Background: an optimization exercise with open tools, aiming at small area, a short achievable clock period and few clock cycles per item. Do not read the settings as production practice. In this exercise RTL edits were held to simulation tests only and were not proved equivalent to the original.

Setup of wip/quartz:
==> flow/design.v (excerpt) <==
module aesTop (
    input  logic        clk,
    input  logic        rstN,
    input  aesPkg::apbAddrT     paddr,
    input  logic        psel,
    input  logic        penable,
    input  logic        pwrite,
    input  aesPkg::wordT        pwdata,
    output aesPkg::wordT        prdata,
    output logic        pready,
    output logic        pslverr,
    output logic [20:0] segOut
);
Settings: LEC_CHECK=0, CAP_MARGIN=20, CELL_PAD_IN_SITES_DETAIL_PLACEMENT=2, CELL_PAD_IN_SITES_GLOBAL_PLACEMENT=2, CORE_MARGIN=2, CORE_UTILIZATION=35, PLACE_DENSITY=0.45, SETUP_SLACK_MARGIN=1, SLEW_MARGIN=20, SYNTH_HIERARCHICAL=1; clock period 8.0 ns.
run.sh (not shown) runs the stock make flow with config.mk's settings and CLKGATE_MAP_FILE= SYNTH_SCRIPT=/design/flow/synth_recipe.tcl, a recipe that flattens the netlist after the stock synthesis.
Testbench counts of wip/quartz, summed over its fixed seeds: cycles 10,368, blocks 384.
> inputs changed (wip/quartz -> wip/xenon)
- SETUP_SLACK_MARGIN now 0.9, was 1
- CORE_UTILIZATION now 45, was 35
- PLACE_DENSITY now 0.55, was 0.45
- CELL_PAD_IN_SITES_GLOBAL_PLACEMENT now 1, was 2
- CTS_CLUSTER_DIAMETER now 100, previously not set
- CTS_CLUSTER_SIZE now 20, previously not set
- CELL_PAD_IN_SITES_DETAIL_PLACEMENT now 1, was 2
## What came out
Final setup slack of the worst path, wip/xenon and wip/quartz, lower one = wip/xenon.
Biggest cell delay along the critical path was higher in wip/quartz than in wip/xenon.
Lower via density per instance among wip/xenon and wip/quartz: wip/quartz
Floorplan check, wip/xenon vs wip/quartz: die outline smaller in wip/xenon
wip/xenon: final cell area excluding filler cells about 5.7% below wip/quartz
Clock period minus final worst setup slack for wip/xenon is higher than for wip/quartz.
The lower met2 track utilization from global routing of wip/xenon and wip/quartz is in wip/quartz.
Relative to wip/xenon, the following input files were edited for wip/umber:
- clearing CTS_CLUSTER_DIAMETER, which used to be 100
- swapping 1 for 2 in CELL_PAD_IN_SITES_DETAIL_PLACEMENT
- swapping 45 for 35 in CORE_UTILIZATION
- swapping 0.9 for 1 in SETUP_SLACK_MARGIN
- swapping 0.55 for 0.45 in PLACE_DENSITY
- swapping 20 for 5 in CAP_MARGIN
- swapping 20 for 5 in SLEW_MARGIN
- clearing CTS_CLUSTER_SIZE, which used to be 20
- swapping 1 for 2 in CELL_PAD_IN_SITES_GLOBAL_PLACEMENT
### Flow results
[diff] vias after detailed routing, wip/umber relative to wip/xenon: regression. What wip/xenon reported for wire length of the first global-routing pass has to be multiplied by 1.10 to get the figure for wip/umber. Going from wip/xenon to wip/umber, met3 routing resource usage after global routing shrank by 3.0 points, cell count rose 558. Capturing instance or port of the critical path: prdata[28] -> wip/umber, uEngine.stateRegN[124]$_DFF_P_ -> wip/xenon. wip/umber: minimum period implied by the final worst setup slack 76 ps below wip/xenon. [compare] base=wip/xenon new=wip/umber: share of cell area taken by multi-input logic gates fell 2.5 points; synthesized instance count about even; average via count per standard cell fell about 6%. wip/umber vs wip/xenon: final worst-path setup slack up.
Inputs modified between wip/umber and wip/nickel:
- swapping 2 for 1 in CELL_PAD_IN_SITES_GLOBAL_PLACEMENT
- swapping 5 for 20 in SLEW_MARGIN
- putting CTS_CLUSTER_DIAMETER at 100 where nothing was set
- putting CTS_CLUSTER_SIZE at 20 where nothing was set
- swapping 0.45 for 0.55 in PLACE_DENSITY
- swapping 2 for 1 in CELL_PAD_IN_SITES_DETAIL_PLACEMENT
- swapping 5 for 20 in CAP_MARGIN
- swapping 35 for 45 in CORE_UTILIZATION
Notes after the runs:
Of the two values seen for critical path capture point, prdata[28] was produced by wip/umber and uEngine.stateRegN[68]$_DFF_P_ by wip/nickel. Pin count of the biggest net entering global routing (higher): wip/umber. Higher synthesis-to-layout area growth goes to wip/umber over wip/nickel. The design area in wip/nickel sits about 5% below the value recorded for wip/umber.
Relative to wip/nickel, the following input files were edited for wip/ember:
- a change of PLACE_DENSITY from 0.55 to 0.65
- a change of CORE_UTILIZATION from 45 to 55
==> comparison <==
wip/ember ran to completion and came out clean on the timing, DRC and antenna checks. | slew at the pin closest to its max-slew limit | wip/ember vs wip/nickel | 78 ps higher |. Compared with wip/nickel, wip/ember shows cell count lower by 3.9%. Sum of met2 wire segment lengths after detailed routing, wip/nickel and wip/ember: smaller value in wip/ember. On layout net count: wip/ember sits below wip/nickel. Cell area after layout, wip/nickel and wip/ember: higher on wip/nickel. Run comparison: wip/ember endpoint of the worst setup timing path uEngine.stateRegN[20]$_DFF_P_; wip/nickel endpoint of the worst setup timing path uEngine.stateRegN[68]$_DFF_P_. Diff wip/nickel..wip/ember | worst hold slack | negligible. Lower first-pass iteration count of the detailed router was reported by wip/nickel, not wip/ember. Against wip/nickel, wip/ember comes in 0.66 points higher on fraction of area in multi-input gates.

==> separate check: timing with driven ports <==
Ports are ideal in the flow. The routed layouts listed here were re-timed in OpenROAD.
Step 1 assumes that a clkbuf_16 drives the clock port and a buf_2 every other input.
Step 2 times the ports against the registers' clock, not the clock port: input delays grow and output delays shrink by t, the midpoint of the rising clock arrivals with the driver on.
Slacks: no drivers / after step 1 / after step 2; pairs: no drivers / after step 1.
run	t, ns	setup slack, ns	pins driven straight from the clock port
wip/quartz	0.734	1.149 / 1.123 / 1.123	1
wip/xenon	0.680	1.073 / 1.073 / 1.073	1
wip/umber	0.734	1.149 / 1.123 / 1.123	1
wip/nickel	0.679	1.202 / 1.192 / 1.192	1
wip/ember	0.668	1.086 / 1.086 / 1.086	1
After both steps every run listed still meets setup and hold.
